This is an optimization exercise on Yosys and OpenROAD, whose aim is a short achievable clock period and few clock cycles, not a production implementation.
Function was checked by simulation only, so behaviour that the tests miss may differ from the original.
No activity file was given, so power comes from the tool's default toggle rates.

==> design/flow/design.v <==
package rv_pkg;
  typedef logic [32-1:0]    word_t;
  typedef logic [31:0]            inst_t;
  typedef logic [5-1:0] regno_t;
  typedef logic [6-1:0] pc_t;
  typedef struct packed {
    logic sub;    
    logic add;    
    logic slt;
    logic sltu;
    logic sll;
    logic srl;    
    logic sra;    
    logic lxor;
    logic lor;    
    logic land;
  } alu_ctl_t;
  parameter logic [7-1:0] OPC_OP     = 7'b0110011;
  parameter logic [7-1:0] OPC_OP_IMM = 7'b0010011;
  parameter logic [7-1:0] OPC_LUI    = 7'b0110111;
  parameter logic [3-1:0] F3_ADD_SUB = 3'b000;
  parameter logic [3-1:0] F3_SLL     = 3'b001;
  parameter logic [3-1:0] F3_SLT     = 3'b010;
  parameter logic [3-1:0] F3_SLTU    = 3'b011;
  parameter logic [3-1:0] F3_XOR     = 3'b100;
  parameter logic [3-1:0] F3_SRL_SRA = 3'b101;
  parameter logic [3-1:0] F3_OR      = 3'b110;
  parameter logic [3-1:0] F3_AND     = 3'b111;
  parameter logic [7-1:0] F7_BASE = 7'b0000000;
  parameter logic [7-1:0] F7_ALT  = 7'b0100000;
endpackage
`timescale 1ns/1ps
module fetch_stage (
  input  logic [63:0] vec,
  output logic [63:0] low,
  output logic        any
);
  logic [63:0] p;
  always_comb begin
    p = vec;
    p = p | (p << 1);
    p = p | (p << 2);
    p = p | (p << 4);
    p = p | (p << 8);
    p = p | (p << 16);
    p = p | (p << 32);
  end
  assign low = vec & ~(p << 1);
  assign any = p[63];
endmodule
`timescale 1ns/1ps
module decode_stage (
  input  rv_pkg::inst_t    inst,
  output logic             writes,
  output rv_pkg::alu_ctl_t ctl,
  output rv_pkg::regno_t   src1,     
  output rv_pkg::regno_t   src2,     
  output logic             b_reg,    
  output logic             a_zero,   
  output rv_pkg::word_t    imm
);
  logic [7-1:0] opcode;
  logic [3-1:0]  funct3;
  logic [7-1:0]  funct7;
  logic                 is_op, is_imm, is_lui;
  logic                 f7_base, f7_alt;
  logic                 valid;
  assign opcode  = inst[6:0];
  assign funct3  = inst[14:12];
  assign funct7  = inst[31:25];
  assign is_op   = (opcode == rv_pkg::OPC_OP);
  assign is_imm  = (opcode == rv_pkg::OPC_OP_IMM);
  assign is_lui  = (opcode == rv_pkg::OPC_LUI);
  assign f7_base = (funct7 == rv_pkg::F7_BASE);
  assign f7_alt  = (funct7 == rv_pkg::F7_ALT);
  always_comb begin
    ctl   = '0;
    valid = 1'b0;
    if (is_lui) begin
      valid   = 1'b1;
      ctl.lor = 1'b1;
    end else if (is_op || is_imm) begin
      case (funct3)
        rv_pkg::F3_ADD_SUB: begin
          if (is_imm || f7_base) begin
            valid = 1'b1; ctl.add = 1'b1;
          end else if (f7_alt) begin
            valid = 1'b1; ctl.add = 1'b1; ctl.sub = 1'b1;
          end
        end
        rv_pkg::F3_SLL: begin
          if (f7_base) begin
            valid = 1'b1; ctl.sll = 1'b1;
          end
        end
        rv_pkg::F3_SLT: begin
          if (is_imm || f7_base) begin
            valid = 1'b1; ctl.slt = 1'b1; ctl.sub = 1'b1;
          end
        end
        rv_pkg::F3_SLTU: begin
          if (is_imm || f7_base) begin
            valid = 1'b1; ctl.sltu = 1'b1; ctl.sub = 1'b1;
          end
        end
        rv_pkg::F3_XOR: begin
          if (is_imm || f7_base) begin
            valid = 1'b1; ctl.lxor = 1'b1;
          end
        end
        rv_pkg::F3_SRL_SRA: begin
          if (f7_base) begin
            valid = 1'b1; ctl.srl = 1'b1;
          end else if (f7_alt) begin
            valid = 1'b1; ctl.srl = 1'b1; ctl.sra = 1'b1;
          end
        end
        rv_pkg::F3_OR: begin
          if (is_imm || f7_base) begin
            valid = 1'b1; ctl.lor = 1'b1;
          end
        end
        default: begin   
          if (is_imm || f7_base) begin
            valid = 1'b1; ctl.land = 1'b1;
          end
        end
      endcase
    end
  end
  assign writes = valid && (inst[11:7] != '0);
  assign b_reg  = is_op;
  assign a_zero = is_lui;
  assign src1   = is_lui ? '0 : inst[19:15];
  assign src2   = is_op ? inst[24:20] : '0;
  assign imm    = is_lui ? {inst[31:12], 12'b0} : {{20{inst[31]}}, inst[31:20]};
endmodule
`timescale 1ns/1ps
module execute_stage (
  input  rv_pkg::alu_ctl_t ctl,
  input  rv_pkg::word_t    a,
  input  rv_pkg::word_t    bx,
  output rv_pkg::word_t    result
);
  logic [32:0]   gg, pp;      
  logic [32:0]   gn, pn;
  logic [31:0]   sum;
  logic          cout;
  logic [4:0]    shamt;
  logic          lt;
  rv_pkg::word_t shl, shr;
  always_comb begin
    gg = {a & bx, ctl.sub};
    pp = {a ^ bx, 1'b0};
    for (int d = 1; d < 33; d = d * 2) begin
      gn = gg;
      pn = pp;
      for (int i = d; i < 33; i++) begin
        gn[i] = gg[i] | (pp[i] & gg[i-d]);
        pn[i] = pp[i] & pp[i-d];
      end
      gg = gn;
      pp = pn;
    end
  end
  assign sum  = (a ^ bx) ^ gg[31:0];
  assign cout = gg[32];
  assign shamt = bx[4:0];
  assign lt    = ctl.slt ? ((a[31] ^ bx[31]) ? sum[31] : a[31]) : !cout;
  assign shl   = a << shamt;
  assign shr   = rv_pkg::word_t'($signed({ctl.sra & a[31], a}) >>> shamt);
  assign result = ({32{ctl.add}}             & sum)
                | ({32{ctl.slt | ctl.sltu}}  & {31'b0, lt})
                | ({32{ctl.sll}}             & shl)
                | ({32{ctl.srl}}             & shr)
                | ({32{ctl.lxor}}            & (a ^ bx))
                | ({32{ctl.lor}}             & (a | bx))
                | ({32{ctl.land}}            & (a & bx));
endmodule
`timescale 1ns/1ps
module rv_core_top (
  input  logic                 clk,
  input  logic                 reset,
  input  logic                 load_en,
  input  rv_pkg::pc_t          load_addr,
  input  rv_pkg::inst_t        load_data,
  input  logic                 start,
  input  logic [6:0] prog_len,
  output logic                 wb_valid,
  output rv_pkg::regno_t       wb_regno,
  output rv_pkg::word_t        wb_value,
  output logic                 done
);
  localparam int AW = 6;
  localparam int N  = (1 << 6);
  rv_pkg::inst_t  imem [N];
  logic [N-1:0]   wmask;    
  rv_pkg::word_t  regs [1:(1 << 5)-1];
  logic [N-1:0]   fp;       
  logic           fcur;     
  logic [N-1:0]   lenm;     
  logic           running;
  logic           f_v, f_cur;
  logic [AW-1:0]  f_addr;
  rv_pkg::inst_t  f_inst;
  logic             r_v, r_cur;
  logic [AW-1:0]    r_addr;
  rv_pkg::regno_t   r_rd, r_s1, r_s2;
  rv_pkg::alu_ctl_t r_ctl;
  rv_pkg::word_t    r_opa, r_opbx;   
  logic             r_fa, r_fbp, r_fbn;    
  logic           w_v, w_cur;
  logic [AW-1:0]  w_addr;
  rv_pkg::regno_t w_rd;
  rv_pkg::word_t  w_val;           
  rv_pkg::word_t  w_valn;          
  rv_pkg::word_t  rf_val;          
  logic           o_v, o_done;
  rv_pkg::regno_t o_rd;
  rv_pkg::word_t  o_val;
  assign wb_valid = o_v;
  assign wb_regno = o_rd;
  assign wb_value = o_val;
  assign done     = o_done;
  logic w_rep, w_free, r_move, r_free, f_move, f_free, fetch_go;
  assign w_rep    = w_v && w_cur;
  assign w_free   = !w_v || w_cur;
  assign r_move   = r_v && w_free;
  assign r_free   = !r_v || r_move;
  assign f_move   = f_v && r_free;
  assign f_free   = !f_v || f_move;
  assign fetch_go = (|fp) && f_free;
  rv_pkg::word_t a_eff, bx_eff, result;
  assign a_eff  = r_opa  | ({32{r_fa}} & w_val);
  assign bx_eff = r_opbx | ({32{r_fbp}} & w_val) | ({32{r_fbn}} & w_valn);
  execute_stage u_alu (
    .ctl    (r_ctl),
    .a      (a_eff),
    .bx     (bx_eff),
    .result (result)
  );
  logic             d_writes, d_breg, d_azero;
  rv_pkg::alu_ctl_t d_ctl;
  rv_pkg::regno_t   d_s1, d_s2;
  rv_pkg::word_t    d_imm, d_rv1, d_rv2, d_opa, d_opb;
  decode_stage u_dec (
    .inst   (f_inst),
    .writes (d_writes),
    .ctl    (d_ctl),
    .src1   (d_s1),
    .src2   (d_s2),
    .b_reg  (d_breg),
    .a_zero (d_azero),
    .imm    (d_imm)
  );
  always_comb begin
    d_rv1 = (d_s1 == '0) ? '0 : regs[d_s1];
    d_rv2 = (d_s2 == '0) ? '0 : regs[d_s2];
    if (w_v && w_rd == d_s1) d_rv1 = w_val;
    if (w_v && w_rd == d_s2) d_rv2 = w_val;
  end
  assign d_opa = d_azero ? '0 : d_rv1;
  assign d_opb = d_breg ? d_rv2 : d_imm;
  logic [N-1:0] plen_m, wm, above, ge_ld, first, nxt, fp1;
  logic         in_rng, rest, fcur1, ld_hit, ge_fp, ge_nxt;
  logic [5:1]   h, gk;
  logic [AW-1:0] fp_enc;
  rv_pkg::inst_t fp_word;
  for (genvar i = 0; i < N; i++) begin : g_therm
    assign plen_m[i] = (7'(i) < prog_len);
    assign ge_ld[i]  = (6'(i) >= load_addr);
  end
  assign wm = fcur ? (wmask & lenm) : wmask;
  always_comb begin
    above = fp << 1;
    above = above | (above << 1);
    above = above | (above << 2);
    above = above | (above << 4);
    above = above | (above << 8);
    above = above | (above << 16);
    above = above | (above << 32);
  end
  assign in_rng = |(fp & lenm);
  assign rest   = |(wm & above);
  for (genvar k = 1; k <= 5; k++) begin : g_win
    assign h[k]  = |(fp & (wm >> k));
    assign gk[k] = |(fp & (ge_ld >> k));
  end
  always_comb begin
    if (h[1])      begin nxt = fp << 1; ge_nxt = gk[1]; end
    else if (h[2]) begin nxt = fp << 2; ge_nxt = gk[2]; end
    else if (h[3]) begin nxt = fp << 3; ge_nxt = gk[3]; end
    else if (h[4]) begin nxt = fp << 4; ge_nxt = gk[4]; end
    else           begin nxt = fp << 5; ge_nxt = gk[5]; end
  end
  assign ge_fp = |(fp & ge_ld);
  fetch_stage u_first (.vec(wmask), .low(first), .any());
  always_comb begin
    if (fcur && !in_rng) begin
      fp1 = first; fcur1 = 1'b0;
    end else if (fetch_go) begin
      if (!rest) begin
        fp1 = (fcur || start) ? first : '0; fcur1 = 1'b0;
      end else begin
        fp1 = nxt; fcur1 = fcur || start;
      end
    end else if (start && !(|fp)) begin
      fp1 = first; fcur1 = 1'b0;
    end else begin
      fp1 = fp; fcur1 = fcur || start;
    end
  end
  assign ld_hit = load_en && (fetch_go ? (!rest || ge_nxt) : (!(|fp) || ge_fp));
  always_comb begin
    fp_enc  = '0;
    fp_word = '0;
    for (int i = 0; i < N; i++) begin
      fp_enc  = fp_enc  | ({AW{fp[i]}} & AW'(i));
      fp_word = fp_word | ({32{fp[i]}} & imem[i]);
    end
  end
  function automatic logic keep(input logic v, input logic cur, input logic [AW-1:0] addr,
                                input logic st, input logic [AW:0] plen,
                                input logic ld, input logic [AW-1:0] laddr);
    keep = v && (cur || !((st && {1'b0, addr} >= plen) || (ld && addr >= laddr)));
  endfunction
  logic           wn_v, wn_cur;
  logic [AW-1:0]  wn_addr;
  rv_pkg::regno_t wn_rd;
  rv_pkg::word_t  wn_val;
  logic           rn_v, rn_cur, rn_sub, fa_n, fb_n;
  logic [AW-1:0]  rn_addr;
  rv_pkg::regno_t rn_s1, rn_s2;
  logic           fn_v, fn_cur;
  logic [AW-1:0]  fn_addr;
  always_comb begin
    if (r_move) begin
      wn_v = 1'b1; wn_cur = r_cur; wn_addr = r_addr; wn_rd = r_rd; wn_val = result;
    end else begin
      wn_v = w_v && !w_rep; wn_cur = w_cur; wn_addr = w_addr; wn_rd = w_rd; wn_val = w_val;
    end
    if (f_move) begin
      rn_v = 1'b1; rn_cur = f_cur; rn_addr = f_addr; rn_s1 = d_s1; rn_s2 = d_s2; rn_sub = d_ctl.sub;
    end else begin
      rn_v = r_v && !r_move; rn_cur = r_cur; rn_addr = r_addr; rn_s1 = r_s1; rn_s2 = r_s2; rn_sub = r_ctl.sub;
    end
    if (fetch_go) begin
      fn_v = |(fp & wmask) && !(fcur && !in_rng); fn_cur = fcur; fn_addr = fp_enc;
    end else begin
      fn_v = f_v && !f_move; fn_cur = f_cur; fn_addr = f_addr;
    end
  end
  assign fa_n = wn_v && (wn_rd == rn_s1);
  assign fb_n = wn_v && (wn_rd == rn_s2);
  logic wk_v, rk_v, fk_v, wk_rep;
  logic running_n, done_n;
  assign wk_v = keep(wn_v, wn_cur, wn_addr, start, prog_len, load_en, load_addr);
  assign rk_v = keep(rn_v, rn_cur, rn_addr, start, prog_len, load_en, load_addr);
  assign fk_v = keep(fn_v, fn_cur, fn_addr, start, prog_len, load_en, load_addr);
  assign wk_rep = wk_v && (wn_cur || start);
  assign running_n = start || (running && !o_done);
  assign done_n    = running_n && !(rk_v && (rn_cur || start)) && !(fk_v && (fn_cur || start)) && !fcur1;
  logic d_ld_writes;
  decode_stage u_ld_dec (
    .inst   (load_data),
    .writes (d_ld_writes),
    .ctl    (),
    .src1   (),
    .src2   (),
    .b_reg  (),
    .a_zero (),
    .imm    ()
  );
  always_ff @(posedge clk) begin
    if (load_en) begin
      imem[load_addr] <= load_data;
    end
  end
  always_ff @(posedge clk) begin
    if (reset) begin
      wmask <= '0;
    end else if (load_en) begin
      wmask[load_addr] <= d_ld_writes;
    end
  end
  always_ff @(posedge clk) begin
    if (reset) begin
      fp      <= '0;
      fcur    <= 1'b0;
      running <= 1'b0;
      f_v     <= 1'b0;
      r_v     <= 1'b0;
      w_v     <= 1'b0;
      o_v     <= 1'b0;
      o_done  <= 1'b0;
    end else begin
      fp      <= ld_hit ? (N'(1) << load_addr) : fp1;
      fcur    <= fcur1;
      running <= running_n;
      f_v     <= fk_v;
      r_v     <= rk_v;
      w_v     <= wk_v;
      o_v     <= wk_rep;
      o_done  <= done_n;
    end
  end
  always_ff @(posedge clk) begin
    if (start) lenm <= plen_m;
    f_cur  <= fn_cur || start;
    r_cur  <= rn_cur || start;
    w_cur  <= wn_cur || start;
    f_addr <= fn_addr;
    r_addr <= rn_addr;
    w_addr <= wn_addr;
    r_s1   <= rn_s1;
    r_s2   <= rn_s2;
    w_rd   <= wn_rd;
    rf_val <= wn_val;
    r_fa   <= fa_n;
    r_fbp  <= fb_n && !rn_sub;
    r_fbn  <= fb_n && rn_sub;
    o_rd   <= wk_rep ? wn_rd : '0;
    o_val  <= wk_rep ? wn_val : '0;
    if (r_move) begin
      w_val  <= result;
      w_valn <= ~result;
    end
    if (fetch_go) f_inst <= fp_word;
    if (f_move) begin
      r_rd  <= f_inst[11:7];
      r_ctl <= d_ctl;
      r_opa  <= fa_n ? '0 : d_opa;
      r_opbx <= fb_n ? '0 : (d_ctl.sub ? ~d_opb : d_opb);
    end
  end
  always_ff @(posedge clk) begin
    if (reset) begin
      for (int i = 1; i < (1 << 5); i++)
        regs[i] <= '0;
    end else if (w_rep) begin
      regs[w_rd] <= rf_val;
    end
  end
endmodule
==> design/flow/run.sh <==
#!/bin/bash
# synth_recipe.tcl (not shown) runs the flow's synth.tcl, then flattens the netlist and writes it again
# the make line also repeats each setting of config.mk as NAME=value (left out here)
make -C /OpenROAD-flow-scripts/flow DESIGN_CONFIG=/design/flow/config.mk WORK_HOME=/design/flow/orfs CLKGATE_MAP_FILE= SYNTH_SCRIPT=/design/flow/synth_recipe.tcl finish
==> design/flow/config.mk <==
export PLATFORM = sky130hd
export DESIGN_NAME = rv_core_top
export DESIGN_NICKNAME = rv_core_top
export VERILOG_FILES = /design/flow/design.v
export SDC_FILE = /design/flow/constraint.sdc
export NUM_CORES = 4
export LEC_CHECK = 0
export ABC_CLOCK_PERIOD_IN_PS = 2000
export CAP_MARGIN = 20
export CORE_MARGIN = 2
export CORE_UTILIZATION = 40
export PLACE_DENSITY = 0.5
export SETUP_SLACK_MARGIN = 2.5
export SLEW_MARGIN = 20
==> design/flow/constraint.sdc <==
create_clock -name core_clock -period 5.0 [get_ports {clk}]
set_input_delay 1.0000 -clock core_clock [delete_from_list [all_inputs] [get_ports {clk}]]
set_output_delay 1.0000 -clock core_clock [all_outputs]
set_load 0.01 [all_outputs]
==> summary.txt <==
[layout by cell type, fill, tap and decap left out, drive strengths merged, types with 97 or more instances in the layout]
cell and count:
edfxtp 3279, buf 2213, nand2 1360, and2 1105, a221oi 702, clkbuf 569, a22o 559, o21ai 527
nor2 507, nand3 494, a21oi 441, mux2i 245, a211oi 245, dfxtp 243, nand4 217, inv 206
mux4 190, a31oi 171, clkinv 159, nor3 156, and3 113, ha 111, a311oi 97
[power by group through the flow]
stage | clock (mW) | sequential, mW | combinational, mW
finish | 28.3 | 33.0 | 7.75
global route | 29.4 | 33.1 | 7.73
CTS | 28.3 | 33.0 | 6.00
detailed placement | 0 | 33.7 | 5.79
global placement | 0 | 33.6 | 5.77
floorplan | 0 | 33.4 | 2.67
[registers in the layout, indices dropped and copies added (netlist names), 5 cells and up]
register and count:
f_addr 6, f_inst 32, fp 64, imem 2048, lenm 64, o_rd 5
o_val 32, r_addr 6, r_ctl 10, r_opa 32, r_opbx 32, r_rd 5
r_s1 5, r_s2 5, regs 1024, w_addr 6, w_rd 5, w_val 32
w_valn 32, wmask 64
[worst max-delay path by stage]
stage,startpoint,to,slack (ns),depth (start not counted)
floorplan,load_addr[0],fp[40],0.89,12
global placement,fcur,fp[40],-1.08,17
detailed placement,load_addr[0],fp[9],-0.64,17
CTS,f_inst[4],r_opa[7],0.97,13
global route,f_inst[2],r_opbx[7],0.81,16
finish,f_inst[2],r_opbx[7],0.73,14
[critical path, cell delays in order (launching register included)]
cell and delay (ns):
edfxtp_1 0.42, buf_4 0.19, inv_1 0.19, and4_4 0.28, buf_12 0.16, buf_12 0.12
buf_4 0.14, and2_2 0.34, nand2_1 0.27, a32oi_2 0.42, o21ai_0 0.17, a32oi_2 0.53
a21oi_1 0.17, buf_4 0.23, mux2i_2 0.38
[what timing repair did]
| item | 4_1_cts | 5_1_grt |
|---|---|---|
| buffers inserted | 117 | 633 |
| pin swaps | 96 | 564 |
| hold buffers | 0 | 0 |
| gates cloned | 14 | 109 |
| gates resized for setup | 450 | 2124 |
| setup endpoints to repair | 4044 | 4331 |
[through the flow]
stage                     area, µm²  setup WS (ns)  hold slack (ns)  total power [mW]  TNS (ns)
after global routing         217000          0.810            0.443              70.2         0
after global placement       184000          -1.08            0.436              39.4    -41.49
final                        217000          0.725            0.428              69.1         0
after detailed placement     184000         -0.636            0.439              39.4    -22.60
after floorplan              170000          0.893            0.400              36.1         0
after CTS                    200000          0.966            0.453              67.3         0
[kinds of logic after synthesis]
| group | after synthesis | share of synthesized area |
|---|---|---|
| simple gates | 4295 | 0.132 |
| flops | 3522 | 0.622 |
| compound gates | 3500 | 0.157 |
| buf+inv | 1488 | 0.0347 |
| mux | 476 | 0.0433 |
| fa+ha+maj | 112 | 0.00848 |
| xor+xnor | 47 | 0.00248 |
[metal layers]
| layer | vias up | GRT usage | part of all wire |
|---|---|---|---|
| li1 | 55600 | - | - |
| met1 | 74700 | 0.562 | 0.35 |
| met2 | 13100 | 0.660 | 0.43 |
| met3 | 3310 | 0.116 | 0.13 |
| met4 | 50 | 0.260 | 0.084 |
| met5 | - | 0 | 0.00041 |
[final cells by class]
cell class	instances	area, µm²	share of cell area
antenna	69	173	0.000796
inverter	199	815	0.00376
multi-input combinational	8452	67800	0.313
timing repair inverter	1	5.00	0.0000231
tap	5474	6850	0.0316
clock buffer	473	10000	0.0463
timing repair buffer	2332	25400	0.117
sequential	3522	104000	0.478
clock inverter	207	2120	0.00976
==> out/metrics.csv <==
stage;metric;value;unit
timing;fin_worst_skew;0.114;ns
power_and_ir_drop;internal_power;51.1;mW
timing;timing.fmax;234;MHz
power_and_ir_drop;p_seq_frac;0.478;
timing;setup_viol_count_final;0;
power_and_ir_drop;p_switching;18.0;mW
drt;drc_errors;0;
timing;finalCritPeriodShare;0.855;
power_and_ir_drop;powerDensity;319;mW/mm²
hold_path;min_path_cells;1;
critical_path;cp.required;5.74;ns
synthesis;syn_nets;13600;
drt;wl_per_cell;48.0;µm
die;initial_core_util;0.402;
critical_path;r2r-start;f_inst[2];
critical_path;ff2ff_path_depth;14;
timing;rsz0062_at_grt;true;
run;cap_violations;0;
synthesis;ys_ff_latch;3522;
timing;slew_viol_final;0;
power_and_ir_drop;swShare;0.260;
synthesis;yosysSeqAreaShare;0.622;
die;die_area;0.421;mm²
cts;cts_sinks;3522;
final_layout;final.fill_count;34900;
synthesis;synth_ff_type;edfxtp_1;
timing;slew_headroom;0.0859;
synthesis;synth.avg_cell_area;12.4;µm²
die;die_y;648;µm
synthesis;yosysTopAreaCell;edfxtp_1;
drt;postRouteAntennaNets;0;
die;io_pins;88;
final_layout;final_layout_size_suffix_gt1_frac;0.313;
final_layout;synthToLayoutAreaGrowth;30.5;%
power_and_ir_drop;leakage;76.1;nW
timing;final.min_clock_period;4.27;ns
critical_path;reg2reg_to;r_opbx[7];
critical_path;crit_fanout;9;
hold_path;holdCritStartpoint;load_data[21];
critical_path;cp.arrival;5.01;ns
cts;cts_tree;built;
critical_path;r2r_slack;0.73;ns
final_layout;fin_cells;20700;
placement;io_buffers;87;
synthesis;yosysTopAreaCellShare;0.593;
critical_path;cp-end-kind;register;
die;fp.dieW;648;µm
cts;clkTransAtPathRegs;0.07;ns
critical_path;crit_type;register to register;
hold_path;whs_endpoint;imem[42][21];
drt;routed_wl;996000;µm
synthesis;async_flop_share;0;
synthesis;synth-edff-count;3279;
timing;hold_viol_final;0;
synthesis;netlist_top_cells_area;edfxtp_1, and2_1, a221oi_1, nand2_1, a22o_1;
die;rows;236;
placement;hpwl;585000;µm
synthesis;synthesis.area;0.166;mm²
drt;drt-initial-drc-count;27500;
cts;cts-buffers-inserted;380;
power_and_ir_drop;clkPwrFrac;0.410;
power_and_ir_drop;p_comb_frac;0.112;
synthesis;synth_cell_types;113;
global_route;grt_max_degree;86;
die;fp.coreArea;0.413;mm²
final_layout;final_core_util;0.525;
power_and_ir_drop;vdd_drop_max;0.326;mV
final_layout;finish.net_count;15000;
global_route;grt_use_total;0.436;
global_route;antenna_found_initial;96;
drt;first_pass_iters;8;
synthesis;synth_common_cells;edfxtp_1, nand2_1, and2_1;
synthesis;yosysMostFrequentCell;edfxtp_1;
cts;clk_path_buf_depth;4;
global_route;grt_pass1_vias;129000;
critical_path;critPathLaunchType;register;
synthesis;synth_warnings;4;
timing;worst_slew_pin_slew;1.37;ns
placement;gp_congestion;1.05;
placement;placed_cells;19100;
hold_path;hold_path.class;primary input to register;
synthesis;synth_cells;13400;
outcome;status;timing/DRC/antenna clean;
drt;vias;147000;
global_route;overflow;0;
drt;viasPerCell;7.08;
cts;clock_latency;1.04;ns
global_route;grt_pass1_wl;1230000;µm
cts;clockRootBuffer;clkbuf_16;
cts;htreeDepth;5;
Testbench counts, summed over its fixed seeds: cycles 9,905.

==> separate check: timing with driven ports <==
The flow's constraints put no driver on any port. The routed layout listed below was extracted and timed again, unchanged, in two steps.
Step 1: set_driving_cell puts a clkbuf_16 on clk and a buf_2 on each other input, an assumption about the parent block.
Step 2 times the ports against the registers' clock, not the clock port: input delays grow and output delays shrink by t, the midpoint of the rising clock arrivals with the driver on.
a / b / c = ideal ports / drivers / drivers and shift; a / b = the first two.
shift t [ns]: 1.126
setup WS [ns]: 0.725 / 0.725 / -0.028
clock arrival spread, ns: 0.122 / 0.122
worst data-port slew with drivers (ns): 0.36
With both steps, setup timing fails in this run, where it was met with ideal ports. For this run, drivers alone change the setup slack by 0.000 ns; drivers and shift together by -0.753 ns.
